From an optimization exercise on the open Yosys and OpenROAD flow, aimed at small area, a short achievable clock period and few clock cycles per item; shortcuts taken in it are not production practice.
Only simulation tests tie the RTL to the original design; equivalence was not proved.

===== flow/constraint.sdc =====
create_clock -name core_clock -period 9.0 [get_ports {clk}]
set_input_delay 1.8000 -clock core_clock [delete_from_list [all_inputs] [get_ports {clk}]]
set_output_delay 1.8000 -clock core_clock [all_outputs]
set_load 0.01 [all_outputs]

===== flow/run.sh =====
#!/bin/bash
# synth_recipe.tcl (not shown) runs the flow's synth.tcl, then flattens the netlist and writes it again
# the make line also repeats each setting of config.mk as NAME=value (left out here)
make -C /OpenROAD-flow-scripts/flow DESIGN_CONFIG=/design/flow/config.mk WORK_HOME=/design/flow/orfs CLKGATE_MAP_FILE= SYNTH_SCRIPT=/design/flow/synth_recipe.tcl finish

===== flow/design.v =====
module oflow_match (
	input  logic        clk,
	input  logic        reset_N,
	input  logic        start,
	input  logic        hist_we,
	input  logic [1:0]  hist_addr,
	input  logic [9:0]  hist_x_tl,
	input  logic [9:0]  hist_y_tl,
	input  logic [9:0]  hist_x_br,
	input  logic [9:0]  hist_y_br,
	input  logic [9:0]  cur_x_tl,
	input  logic [9:0]  cur_y_tl,
	input  logic [9:0]  cur_x_br,
	input  logic [9:0]  cur_y_br,
	output logic        done,
	output logic        busy,
	output logic [1:0]  best_idx,
	output logic [15:0] best_cost,
	output logic        no_match
);
	function automatic logic [9:0] span(input logic [9:0] tl, input logic [9:0] br);
		span = (br > tl) ? (br - tl) : 10'd0;
	endfunction
	function automatic logic sgn3(input logic [7:0] a, input logic [7:0] b, input logic [7:0] k);
		logic [7:0] s;
		s = a + b + k;
		sgn3 = s[7];
	endfunction
	logic [39:0] hist_q [4];
	logic [3:0]  hval_q;
	always_ff @(posedge clk) begin
		if (hist_we)
			hist_q[hist_addr] <= {hist_x_tl, hist_y_tl, hist_x_br, hist_y_br};
	end
	always_ff @(posedge clk or posedge reset_N) begin
		if (reset_N)
			hval_q <= 4'b0;
		else if (hist_we)
			hval_q[hist_addr] <= 1'b1;
	end
	logic       go;
	logic [3:0] ov;            
	logic [3:1] rem_q;         
	logic [1:0] sel_q;         
	logic [2:0] hold_q;        
	logic [3:1] rem_n;
	logic       ent;           
	assign go = start && !busy;
	always_comb begin
		for (int i = 0; i < 4; i++)
			ov[i] = hval_q[i] &&
			        (cur_x_br > hist_q[i][39:30]) && (hist_q[i][19:10] > cur_x_tl) &&
			        (cur_y_br > hist_q[i][29:20]) && (hist_q[i][9:0]   > cur_y_tl);
	end
	assign ent   = go ? ov[0] : (busy && rem_q != 3'b000 && hold_q == 3'd0);
	assign rem_n = go ? ov[3:1] : ent ? (rem_q & (rem_q - 3'd1)) : rem_q;
	always_ff @(posedge clk or posedge reset_N) begin
		if (reset_N) begin
			rem_q  <= 3'b000;
			sel_q  <= 2'd0;
			hold_q <= 3'd0;
		end else if (go || busy) begin
			rem_q  <= rem_n;
			sel_q  <= rem_n[1] ? 2'd1 : rem_n[2] ? 2'd2 : rem_n[3] ? 2'd3 : 2'd0;
			hold_q <= ent ? 3'd4 : (hold_q != 3'd0) ? hold_q - 3'd1 : 3'd0;
		end else begin
			rem_q  <= 3'b000;
			sel_q  <= 2'd0;
			hold_q <= 3'd0;
		end
	end
	logic [39:0] hb;
	logic [9:0]  s0_iw, s0_ih, s0_bw, s0_bh, s0_aw, s0_ah;
	assign hb = hval_q[sel_q] ? hist_q[sel_q] : 40'd0;
	always_comb begin
		s0_iw = span((cur_x_tl > hb[39:30]) ? cur_x_tl : hb[39:30], (cur_x_br < hb[19:10]) ? cur_x_br : hb[19:10]);
		s0_ih = span((cur_y_tl > hb[29:20]) ? cur_y_tl : hb[29:20], (cur_y_br < hb[9:0])   ? cur_y_br : hb[9:0]);
		s0_bw = span(hb[39:30], hb[19:10]);
		s0_bh = span(hb[29:20], hb[9:0]);
		s0_aw = span(cur_x_tl, cur_x_br);
		s0_ah = span(cur_y_tl, cur_y_br);
	end
	logic       r1_v;
	logic [1:0] r1_ix;
	logic [9:0] r1_iw, r1_ih, r1_bw, r1_bh, r1_aw, r1_ah;
	always_ff @(posedge clk) begin
		r1_ix <= sel_q;
		r1_iw <= s0_iw;
		r1_ih <= s0_ih;
		r1_bw <= s0_bw;
		r1_bh <= s0_bh;
		r1_aw <= s0_aw;
		r1_ah <= s0_ah;
	end
	logic [19:0] s1_it, s1_ab, s1_aa;
	logic [20:0] s1_u, s1_us, s1_uc, s1_un, s1_a1, s1_b1, s1_mj;
	assign s1_it = 20'(r1_iw) * r1_ih;
	assign s1_ab = 20'(r1_bw) * r1_bh;
	assign s1_aa = 20'(r1_aw) * r1_ah;
	assign s1_a1 = {1'b0, s1_aa};
	assign s1_b1 = {1'b0, s1_ab};
	assign s1_un = ~{1'b0, s1_it};
	assign s1_us = s1_a1 ^ s1_b1 ^ s1_un;
	assign s1_mj = (s1_a1 & s1_b1) | (s1_a1 & s1_un) | (s1_b1 & s1_un);
	assign s1_uc = {s1_mj[19:0], 1'b1};
	assign s1_u  = s1_us + s1_uc;
	logic        r2_v;
	logic [1:0]  r2_ix;
	logic [19:0] r2_it;
	logic [20:0] r2_u;
	always_ff @(posedge clk) begin
		r2_ix <= r1_ix;
		r2_it <= s1_it;
		r2_u  <= s1_u;
	end
	logic [20:0] s2_u0, s2_u1, s2_u2, s2_u3, s2_u4;
	logic [20:0] s2_x0, s2_x1, s2_x2, s2_x3, s2_x4;
	logic [19:0] s2_dd;
	logic        s2_z;
	logic [24:0] s2_vs0, s2_vc0;
	logic [17:0] s2_q0, s2_qm0;
	assign s2_z  = (r2_u == 21'd0);
	assign {s2_u0, s2_x0} = (r2_u[20:5] == 16'd0)   ? {r2_u << 16, 21'(r2_it) << 16} : {r2_u, 21'(r2_it)};
	assign {s2_u1, s2_x1} = (s2_u0[20:13] == 8'd0)  ? {s2_u0 << 8, s2_x0 << 8} : {s2_u0, s2_x0};
	assign {s2_u2, s2_x2} = (s2_u1[20:17] == 4'd0)  ? {s2_u1 << 4, s2_x1 << 4} : {s2_u1, s2_x1};
	assign {s2_u3, s2_x3} = (s2_u2[20:19] == 2'd0)  ? {s2_u2 << 2, s2_x2 << 2} : {s2_u2, s2_x2};
	assign {s2_u4, s2_x4} = (s2_u3[20] == 1'b0)     ? {s2_u3 << 1, s2_x3 << 1} : {s2_u3, s2_x3};
	assign s2_dd  = s2_u4[19:0];
	assign s2_vs0 = {4'b0000, s2_x4};    
	assign s2_vc0 = 25'd0;
	assign s2_q0  = 18'd0;
	assign s2_qm0 = 18'h3ffff;
	logic [7:0]  s2_a_k2, s2_a_k1, s2_a_k0, s2_a_km;
	logic        s2_a_p2, s2_a_p1, s2_a_n1, s2_a_n2, s2_a_g2, s2_a_g1, s2_a_g0, s2_a_gm;
	logic [24:0] s2_a_d1, s2_a_d2, s2_a_a, s2_a_b, s2_a_m, s2_a_c, s2_a_vs, s2_a_vc;
	logic [1:0]  s2_a_lq, s2_a_lm;
	logic [17:0] s2_a_q, s2_a_qm;
	always_comb begin
		case (s2_dd[19:17])
			3'd0: {s2_a_k2, s2_a_k1, s2_a_k0, s2_a_km} = {-8'sd12, -8'sd4, 8'sd5, 8'sd13};
			3'd1: {s2_a_k2, s2_a_k1, s2_a_k0, s2_a_km} = {-8'sd14, -8'sd4, 8'sd5, 8'sd15};
			3'd2: {s2_a_k2, s2_a_k1, s2_a_k0, s2_a_km} = {-8'sd15, -8'sd5, 8'sd6, 8'sd16};
			3'd3: {s2_a_k2, s2_a_k1, s2_a_k0, s2_a_km} = {-8'sd17, -8'sd5, 8'sd6, 8'sd18};
			3'd4: {s2_a_k2, s2_a_k1, s2_a_k0, s2_a_km} = {-8'sd18, -8'sd6, 8'sd7, 8'sd19};
			3'd5: {s2_a_k2, s2_a_k1, s2_a_k0, s2_a_km} = {-8'sd20, -8'sd6, 8'sd7, 8'sd21};
			3'd6: {s2_a_k2, s2_a_k1, s2_a_k0, s2_a_km} = {-8'sd21, -8'sd7, 8'sd8, 8'sd22};
			default: {s2_a_k2, s2_a_k1, s2_a_k0, s2_a_km} = {-8'sd23, -8'sd7, 8'sd8, 8'sd24};
		endcase
	end
	assign s2_a_g2 = !sgn3(s2_vs0[24:17], s2_vc0[24:17], s2_a_k2);
	assign s2_a_g1 = !sgn3(s2_vs0[24:17], s2_vc0[24:17], s2_a_k1);
	assign s2_a_g0 = !sgn3(s2_vs0[24:17], s2_vc0[24:17], s2_a_k0);
	assign s2_a_gm = !sgn3(s2_vs0[24:17], s2_vc0[24:17], s2_a_km);
	assign s2_a_p2 = s2_a_g2;
	assign s2_a_p1 = s2_a_g1 && !s2_a_g2;
	assign s2_a_n1 = s2_a_gm && !s2_a_g0;
	assign s2_a_n2 = !s2_a_gm;
	assign s2_a_d1 = {3'b001, s2_dd, 2'b00};
	assign s2_a_d2 = {2'b01, s2_dd, 3'b000};
	assign s2_a_a  = {s2_vs0[22:0], 2'b00};
	assign s2_a_b  = {s2_vc0[22:0], 2'b00};
	assign s2_a_m  = ({25{s2_a_p2}} & ~s2_a_d2) | ({25{s2_a_p1}} & ~s2_a_d1) | ({25{s2_a_n1}} & s2_a_d1) | ({25{s2_a_n2}} & s2_a_d2);
	assign s2_a_vs = s2_a_a ^ s2_a_b ^ s2_a_m;
	assign s2_a_c  = (s2_a_a & s2_a_b) | (s2_a_a & s2_a_m) | (s2_a_b & s2_a_m);
	assign s2_a_vc = {s2_a_c[23:0], s2_a_p2 | s2_a_p1};
	assign s2_a_lq = s2_a_p2 ? 2'd2 : s2_a_p1 ? 2'd1 : s2_a_n1 ? 2'd3 : s2_a_n2 ? 2'd2 : 2'd0;
	assign s2_a_lm = s2_a_p2 ? 2'd1 : s2_a_p1 ? 2'd0 : s2_a_n1 ? 2'd2 : s2_a_n2 ? 2'd1 : 2'd3;
	assign s2_a_q  = {((s2_a_n1 || s2_a_n2) ? s2_qm0[15:0] : s2_q0[15:0]), s2_a_lq};
	assign s2_a_qm = {((s2_a_p1 || s2_a_p2) ? s2_q0[15:0] : s2_qm0[15:0]), s2_a_lm};
	logic        dv_act;       
	logic [2:0]  dv_cnt;       
	logic [1:0]  dv_ix;
	logic        dv_z;
	logic [19:0] dv_dd;
	logic [24:0] dv_vs, dv_vc;
	logic [17:0] dv_q, dv_qm;
	logic        fv;           
	assign fv = dv_act && (dv_cnt == 3'd4);
	logic [7:0]  it0_k2, it0_k1, it0_k0, it0_km;
	logic        it0_p2, it0_p1, it0_n1, it0_n2, it0_g2, it0_g1, it0_g0, it0_gm;
	logic [24:0] it0_d1, it0_d2, it0_a, it0_b, it0_m, it0_c, it0_vs, it0_vc;
	logic [1:0]  it0_lq, it0_lm;
	logic [17:0] it0_q, it0_qm;
	always_comb begin
		case (dv_dd[19:17])
			3'd0: {it0_k2, it0_k1, it0_k0, it0_km} = {-8'sd12, -8'sd4, 8'sd5, 8'sd13};
			3'd1: {it0_k2, it0_k1, it0_k0, it0_km} = {-8'sd14, -8'sd4, 8'sd5, 8'sd15};
			3'd2: {it0_k2, it0_k1, it0_k0, it0_km} = {-8'sd15, -8'sd5, 8'sd6, 8'sd16};
			3'd3: {it0_k2, it0_k1, it0_k0, it0_km} = {-8'sd17, -8'sd5, 8'sd6, 8'sd18};
			3'd4: {it0_k2, it0_k1, it0_k0, it0_km} = {-8'sd18, -8'sd6, 8'sd7, 8'sd19};
			3'd5: {it0_k2, it0_k1, it0_k0, it0_km} = {-8'sd20, -8'sd6, 8'sd7, 8'sd21};
			3'd6: {it0_k2, it0_k1, it0_k0, it0_km} = {-8'sd21, -8'sd7, 8'sd8, 8'sd22};
			default: {it0_k2, it0_k1, it0_k0, it0_km} = {-8'sd23, -8'sd7, 8'sd8, 8'sd24};
		endcase
	end
	assign it0_g2 = !sgn3(dv_vs[24:17], dv_vc[24:17], it0_k2);
	assign it0_g1 = !sgn3(dv_vs[24:17], dv_vc[24:17], it0_k1);
	assign it0_g0 = !sgn3(dv_vs[24:17], dv_vc[24:17], it0_k0);
	assign it0_gm = !sgn3(dv_vs[24:17], dv_vc[24:17], it0_km);
	assign it0_p2 = it0_g2;
	assign it0_p1 = it0_g1 && !it0_g2;
	assign it0_n1 = it0_gm && !it0_g0;
	assign it0_n2 = !it0_gm;
	assign it0_d1 = {3'b001, dv_dd, 2'b00};
	assign it0_d2 = {2'b01, dv_dd, 3'b000};
	assign it0_a  = {dv_vs[22:0], 2'b00};
	assign it0_b  = {dv_vc[22:0], 2'b00};
	assign it0_m  = ({25{it0_p2}} & ~it0_d2) | ({25{it0_p1}} & ~it0_d1) | ({25{it0_n1}} & it0_d1) | ({25{it0_n2}} & it0_d2);
	assign it0_vs = it0_a ^ it0_b ^ it0_m;
	assign it0_c  = (it0_a & it0_b) | (it0_a & it0_m) | (it0_b & it0_m);
	assign it0_vc = {it0_c[23:0], it0_p2 | it0_p1};
	assign it0_lq = it0_p2 ? 2'd2 : it0_p1 ? 2'd1 : it0_n1 ? 2'd3 : it0_n2 ? 2'd2 : 2'd0;
	assign it0_lm = it0_p2 ? 2'd1 : it0_p1 ? 2'd0 : it0_n1 ? 2'd2 : it0_n2 ? 2'd1 : 2'd3;
	assign it0_q  = {((it0_n1 || it0_n2) ? dv_qm[15:0] : dv_q[15:0]), it0_lq};
	assign it0_qm = {((it0_p1 || it0_p2) ? dv_q[15:0] : dv_qm[15:0]), it0_lm};
	logic [7:0]  it1_k2, it1_k1, it1_k0, it1_km;
	logic        it1_p2, it1_p1, it1_n1, it1_n2, it1_g2, it1_g1, it1_g0, it1_gm;
	logic [24:0] it1_d1, it1_d2, it1_a, it1_b, it1_m, it1_c, it1_vs, it1_vc;
	logic [1:0]  it1_lq, it1_lm;
	logic [17:0] it1_q, it1_qm;
	always_comb begin
		case (dv_dd[19:17])
			3'd0: {it1_k2, it1_k1, it1_k0, it1_km} = {-8'sd12, -8'sd4, 8'sd5, 8'sd13};
			3'd1: {it1_k2, it1_k1, it1_k0, it1_km} = {-8'sd14, -8'sd4, 8'sd5, 8'sd15};
			3'd2: {it1_k2, it1_k1, it1_k0, it1_km} = {-8'sd15, -8'sd5, 8'sd6, 8'sd16};
			3'd3: {it1_k2, it1_k1, it1_k0, it1_km} = {-8'sd17, -8'sd5, 8'sd6, 8'sd18};
			3'd4: {it1_k2, it1_k1, it1_k0, it1_km} = {-8'sd18, -8'sd6, 8'sd7, 8'sd19};
			3'd5: {it1_k2, it1_k1, it1_k0, it1_km} = {-8'sd20, -8'sd6, 8'sd7, 8'sd21};
			3'd6: {it1_k2, it1_k1, it1_k0, it1_km} = {-8'sd21, -8'sd7, 8'sd8, 8'sd22};
			default: {it1_k2, it1_k1, it1_k0, it1_km} = {-8'sd23, -8'sd7, 8'sd8, 8'sd24};
		endcase
	end
	assign it1_g2 = !sgn3(it0_vs[24:17], it0_vc[24:17], it1_k2);
	assign it1_g1 = !sgn3(it0_vs[24:17], it0_vc[24:17], it1_k1);
	assign it1_g0 = !sgn3(it0_vs[24:17], it0_vc[24:17], it1_k0);
	assign it1_gm = !sgn3(it0_vs[24:17], it0_vc[24:17], it1_km);
	assign it1_p2 = it1_g2;
	assign it1_p1 = it1_g1 && !it1_g2;
	assign it1_n1 = it1_gm && !it1_g0;
	assign it1_n2 = !it1_gm;
	assign it1_d1 = {3'b001, dv_dd, 2'b00};
	assign it1_d2 = {2'b01, dv_dd, 3'b000};
	assign it1_a  = {it0_vs[22:0], 2'b00};
	assign it1_b  = {it0_vc[22:0], 2'b00};
	assign it1_m  = ({25{it1_p2}} & ~it1_d2) | ({25{it1_p1}} & ~it1_d1) | ({25{it1_n1}} & it1_d1) | ({25{it1_n2}} & it1_d2);
	assign it1_vs = it1_a ^ it1_b ^ it1_m;
	assign it1_c  = (it1_a & it1_b) | (it1_a & it1_m) | (it1_b & it1_m);
	assign it1_vc = {it1_c[23:0], it1_p2 | it1_p1};
	assign it1_lq = it1_p2 ? 2'd2 : it1_p1 ? 2'd1 : it1_n1 ? 2'd3 : it1_n2 ? 2'd2 : 2'd0;
	assign it1_lm = it1_p2 ? 2'd1 : it1_p1 ? 2'd0 : it1_n1 ? 2'd2 : it1_n2 ? 2'd1 : 2'd3;
	assign it1_q  = {((it1_n1 || it1_n2) ? it0_qm[15:0] : it0_q[15:0]), it1_lq};
	assign it1_qm = {((it1_p1 || it1_p2) ? it0_q[15:0] : it0_qm[15:0]), it1_lm};
	always_ff @(posedge clk) begin
		if (r2_v) begin
			dv_ix <= r2_ix;
			dv_z  <= s2_z;
			dv_dd <= s2_dd;
			dv_vs <= s2_a_vs;
			dv_vc <= s2_a_vc;
			dv_q  <= s2_a_q;
			dv_qm <= s2_a_qm;
		end else begin
			dv_vs <= it1_vs;
			dv_vc <= it1_vc;
			dv_q  <= it1_q;
			dv_qm <= it1_qm;
		end
	end
	always_ff @(posedge clk or posedge reset_N) begin
		if (reset_N) begin
			r1_v   <= 1'b0;
			r2_v   <= 1'b0;
			dv_act <= 1'b0;
			dv_cnt <= 3'd0;
		end else begin
			r1_v <= ent;
			r2_v <= r1_v;
			if (r2_v) begin
				dv_act <= 1'b1;
				dv_cnt <= 3'd0;
			end else if (fv) begin
				dv_act <= 1'b0;
			end else if (dv_act) begin
				dv_cnt <= dv_cnt + 3'd1;
			end
		end
	end
	logic [24:0] f_wsum;
	logic [17:0] f_r;
	logic [15:0] fcost;
	assign f_wsum = dv_vs + dv_vc;
	assign f_r    = f_wsum[24] ? dv_qm : dv_q;
	assign fcost  = !fv ? 16'hffff : dv_z ? 16'hffff : (f_r[16] ? 16'h0000 : ~f_r[15:0]);
	logic        inflight;
	logic [15:0] lc_q;
	logic [1:0]  li_q;
	logic [15:0] bc_q;
	logic [1:0]  bi_q;
	logic [15:0] lcost;
	logic [1:0]  lidx;
	logic        take_l;
	assign inflight = (rem_q != 3'b000) || r1_v || r2_v || (dv_act && !fv);
	assign done     = busy && !inflight;
	always_ff @(posedge clk or posedge reset_N) begin
		if (reset_N) begin
			busy <= 1'b0;
			lc_q <= 16'hffff;
			li_q <= 2'd0;
			bc_q <= 16'hffff;
			bi_q <= 2'd0;
		end else if (go) begin
			busy <= 1'b1;
			bc_q <= 16'hffff;
			bi_q <= 2'd0;
		end else if (busy) begin
			if (done) begin
				busy <= 1'b0;
				lc_q <= fcost;
				li_q <= dv_ix;
			end else if (fcost < bc_q) begin
				bc_q <= fcost;
				bi_q <= dv_ix;
			end
		end
	end
	assign lcost     = busy ? fcost : lc_q;
	assign lidx      = busy ? dv_ix : li_q;
	assign take_l    = (lcost < bc_q);
	assign best_cost = take_l ? lcost : bc_q;
	assign best_idx  = take_l ? lidx : bi_q;
	assign no_match  = (best_cost > 16'he000);
endmodule

===== flow/config.mk =====
export PLATFORM = sky130hd
export DESIGN_NAME = oflow_match
export DESIGN_NICKNAME = oflow_match
export VERILOG_FILES = /design/flow/design.v
export SDC_FILE = /design/flow/constraint.sdc
export NUM_CORES = 4
export LEC_CHECK = 0
export CAP_MARGIN = 20
export CORE_MARGIN = 2
export CORE_UTILIZATION = 40
export SLEW_MARGIN = 20

==> qor.yml <==
timing:
  holdWs_ps: 328.0
  final.min_clock_period_ps: 8502
  fin_tns_setup_ps: 0
  setup_viol: 0
  rsz0062_at_grt: "no"
  max_freq_ghz: 0.1176
  maxSlewHeadroom_pct: 25.95
  drv_slew: 0
  worst_pin_slew_ps: 1099
  fin_worst_skew_ps: 39.13
  layout_worst_path_cycle_share_pct: 94.47
  finalHoldViolCount: 0
worst_setup_path:
  crit_path_top_delay_cell: "o311ai_0"
  startpoint_type: "flop"
  end_kind: "output pin"
  r2r_slack_ps: 830
  critPathMaxStageDelay_ps: 680
  reg2reg_to: "dv_vs[16]"
  path_cells: "ha_1 > a21o_1 > a221o_1 > a221oi_1 > o2111ai_1 > nand2_1 > xnor2_4 > buf_4 > o311ai_0 > mux2_2 > ha_1 > a21o_1 > a21o_1 > a21oi_1 > o21ai_0 > a21oi_1 > o21ai_1 > buf_4 > nor2b_1 > a41o_1 > clkdlybuf4s50_1"
  crit_top_cell: "a21o_1"
  crit_fanout: 22
  r2r-start: "dv_vs[17]"
  cp.arrival_ps: 6700
  cp.required_ps: 7200
  worst_r2r_path_depth: 29
  crit_start: "dv_vs[18]"
  critical_path_class: "flop to output pin"
logic_synthesis:
  synth_seq_cells: 423
  synth.avg_cell_area_sq_um: 9.452
  synth_fp_nets: 5215
  yosysWarningCount: 1
  synth_most_common_cell: "ha_1"
  synth_mux_area_share_pct: 7.066
  synth_ff_type: "dfxtp_1"
  async_flop_share_pct: 13.00
  synth-compound-area-share_pct: 14.43
  synthAdderAreaFrac_pct: 29.42
  synth_area_sq_um: 40830
  synth_simple_gate_area_share_pct: 14.47
  synth-xor-area-share_pct: 2.552
  ys_seq_area_share_pct: 26.00
  synth_edf_count: 183
  netlist_top_cells_area: "ha_1 17%, edfxtp_1 13%, fa_1 12%, dfxtp_1 9.1%, inv_1 4.4%"
  yosysTopAreaCell: "ha_1"
  synth_top_family_by_area: "adder cells"
  netlist-cell-type-count: 105
  yosys.area.top_type_share_pct: 17.07
  syn_inst: 4320
  ys_top_cells_by_count: "557 x ha_1, 481 x inv_1, 424 x nand2_1, 252 x fa_1, 248 x nor2_1"
status:
  status: "finished clean"
floorplan:
  design.die.area_sq_um: 104700
  pin_count: 107
  core_sq_um: 101400
  start_util_pct: 40.25
  dieWidth_um: 323.5
  rows: 117
  dieHeight_um: 323.5
cells_and_area:
  fillers: 9729
  nNetsFinal: 5246
  drive_above_1_share_pct: 8.569
  n_antenna_cell: 0
  syn2layout_area_growth_pct: 10.02
  design_area_sq_um: 44930
clock_network:
  root_buffer: "clkbuf_16"
  worstSkewPairLatency_ps: 620
  cts.path.max_buffers: 3
  cts.reportedPaths.clkPinSlew_ps: 60
  hold_buffers: 0
  h-tree-depth: 2
  cts_buffers: 49
  tritoncts: "yes"
  cts_sinks: 423
placement:
  place_congestion: 0.9261
  port_buffers: 106
  dp_hpwl_um: 88500
  place_area_sq_um: 43320
global_routing:
  track_usage_pct: 21.44
  grt.overflow.total: 0
  grt_pass1_wl_um: 177600
  grt_pass1_vias: 31490
  grt_max_degree: 70
  grt_antenna_before_repair: 1
detailed_routing:
  drc: 0
  wl_um: 111600
  viasPerCell: 5.401
  drt_iter0_markers: 1951
  vias: 31090
  wl_per_cell_um: 19.39
  antenna_left: 0
  firstDrtPassIters: 5
hold_path:
  min_from: "r1_ix[1]"
  min_path_cells: 0
  holdPathEnd: "r2_ix[1]"
  holdCritPathClass: "flop to flop"
job:
  max-cap-violations: 0
==> placed cells by master, fill, tap and decap left out, drive strengths merged, types with 18 or more instances in the layout <==
master	instances
a211oi	28
a21boi	22
a21o	96
a21oi	203
a31oi	46
and2	157
buf	42
clkbuf	60
clkdlybuf4s50	106
clkinv	20
dfrtp	23
dfstp	32
dfxtp	185
edfxtp	183
fa	252
ha	557
inv	486
mux2	102
mux2i	79
mux4	42
nand2	425
nand2b	39
nand3	59
nand4	67
nor2	250
nor2b	75
nor3	66
o211ai	61
o21a	62
o21ai	175
o31ai	19
o32a	18
or2	20
xnor2	88
xor2	31
==> cells by family (layout without fill, tap and decap cells) <==
family | Yosys count | after routing
flip-flops | 423 | 423
multiplexers | 223 | 223
AO/OA/AOI/OAI | 870 | 870
adder cells (fa/ha/maj) | 809 | 809
XOR/XNOR | 119 | 119
AND/OR/NAND/NOR | 1225 | 1225
buffers and inverters | 651 | 719
==> metrics by stage <==
step,setup slack [ps],utilization (%),instances
4_1_cts,331.6,44.26,5756
2_1_floorplan,1382,-,4320
6_report,498.0,44.28,5756
3_5_place_dp,920.7,42.70,5668
5_1_grt,74.61,44.28,5756
3_3_place_gp,1043,42.70,5668
==> sequential cells by signal, indices dropped and copies added (netlist names), 17 cells and up <==
| signal | cells |
|---|---|
| r2_u | 21 |
| dv_vc | 22 |
| dv_dd | 20 |
| dv_q | 17 |
| dv_qm | 17 |
| hist_q | 160 |
| dv_vs | 24 |
| r2_it | 20 |
==> layout make-up <==
cell class	count	area, sq um	area share, %
timing repair buffer	148	1376	3.064
inverter	483	1813	4.036
clock buffer	60	1319	2.935
multi-input combinational	3246	27820	61.93
clock inverter	28	264.0	0.5876
tap	1368	1712	3.810
sequential	423	10620	23.64
==> worst max-delay path, delay by kind of cell, from the launching register on <==
family / cells / cell delay [ps]
compound gates: 12 / 3070
xor+xnor: 1 / 230
fa+ha+maj: 2 / 530
buf+inv: 3 / 1040
flops: 1 / 440
mux: 1 / 320
simple gates: 2 / 450
==> worst max path at each step <==
stage / to / slack [ps] / cells after the start
2_1_floorplan: dv_vs[20] / 1380 / 30
6_report: no_match / 500 / 21
3_5_place_dp: dv_vs[16] / 920 / 29
5_1_grt: no_match / 70 / 24
4_1_cts: no_match / 330 / 25
3_3_place_gp: dv_vs[20] / 1040 / 27
==> layer usage <==
layer / wire, um / track usage (%) / vias to the layer above
met3: 4422 / 2.198 / 182
met5: 13 / 0 / -
met2: 52590 / 36.17 / 688
li1: - / - / 15170
met1: 50470 / 28.51 / 15040
met4: 4118 / 7.659 / 2
==> repair_timing <==
item,CTS,global route
buffers inserted,0,0
gates resized for setup,0,2
endpoints found under the setup margin,0,18
Testbench counts, summed over its fixed seeds: cycles 4,316, runs 512.

afterwards: timing with drivers on the ports:
The flow's constraints put no driver on any port. The routed layout listed below was extracted and timed again, unchanged, in two steps. Step 1 sets driving cells, clkbuf_16 on the clock port and buf_2 on the other inputs (assumed; they add their load-dependent delay and slew). Step 2 times the ports against the registers' clock, not the clock port: input delays grow and output delays shrink by t, the midpoint of the rising clock arrivals with the driver on. a / b / c = ideal / step 1 / step 2; a / b = the first two.
t (ns): 0.672
slack for setup (ns): 0.498 / 0.428 / 0.827
worst hold slack (ns): 0.328 / 0.328 / 0.328
worst register clock-pin slew, ns: 0.06 / 0.06
cell pins on the clock port's net: 1
After both steps setup and hold are still met in this run. For this run, drivers alone change the setup slack by -0.070 ns; drivers and shift together by +0.329 ns.
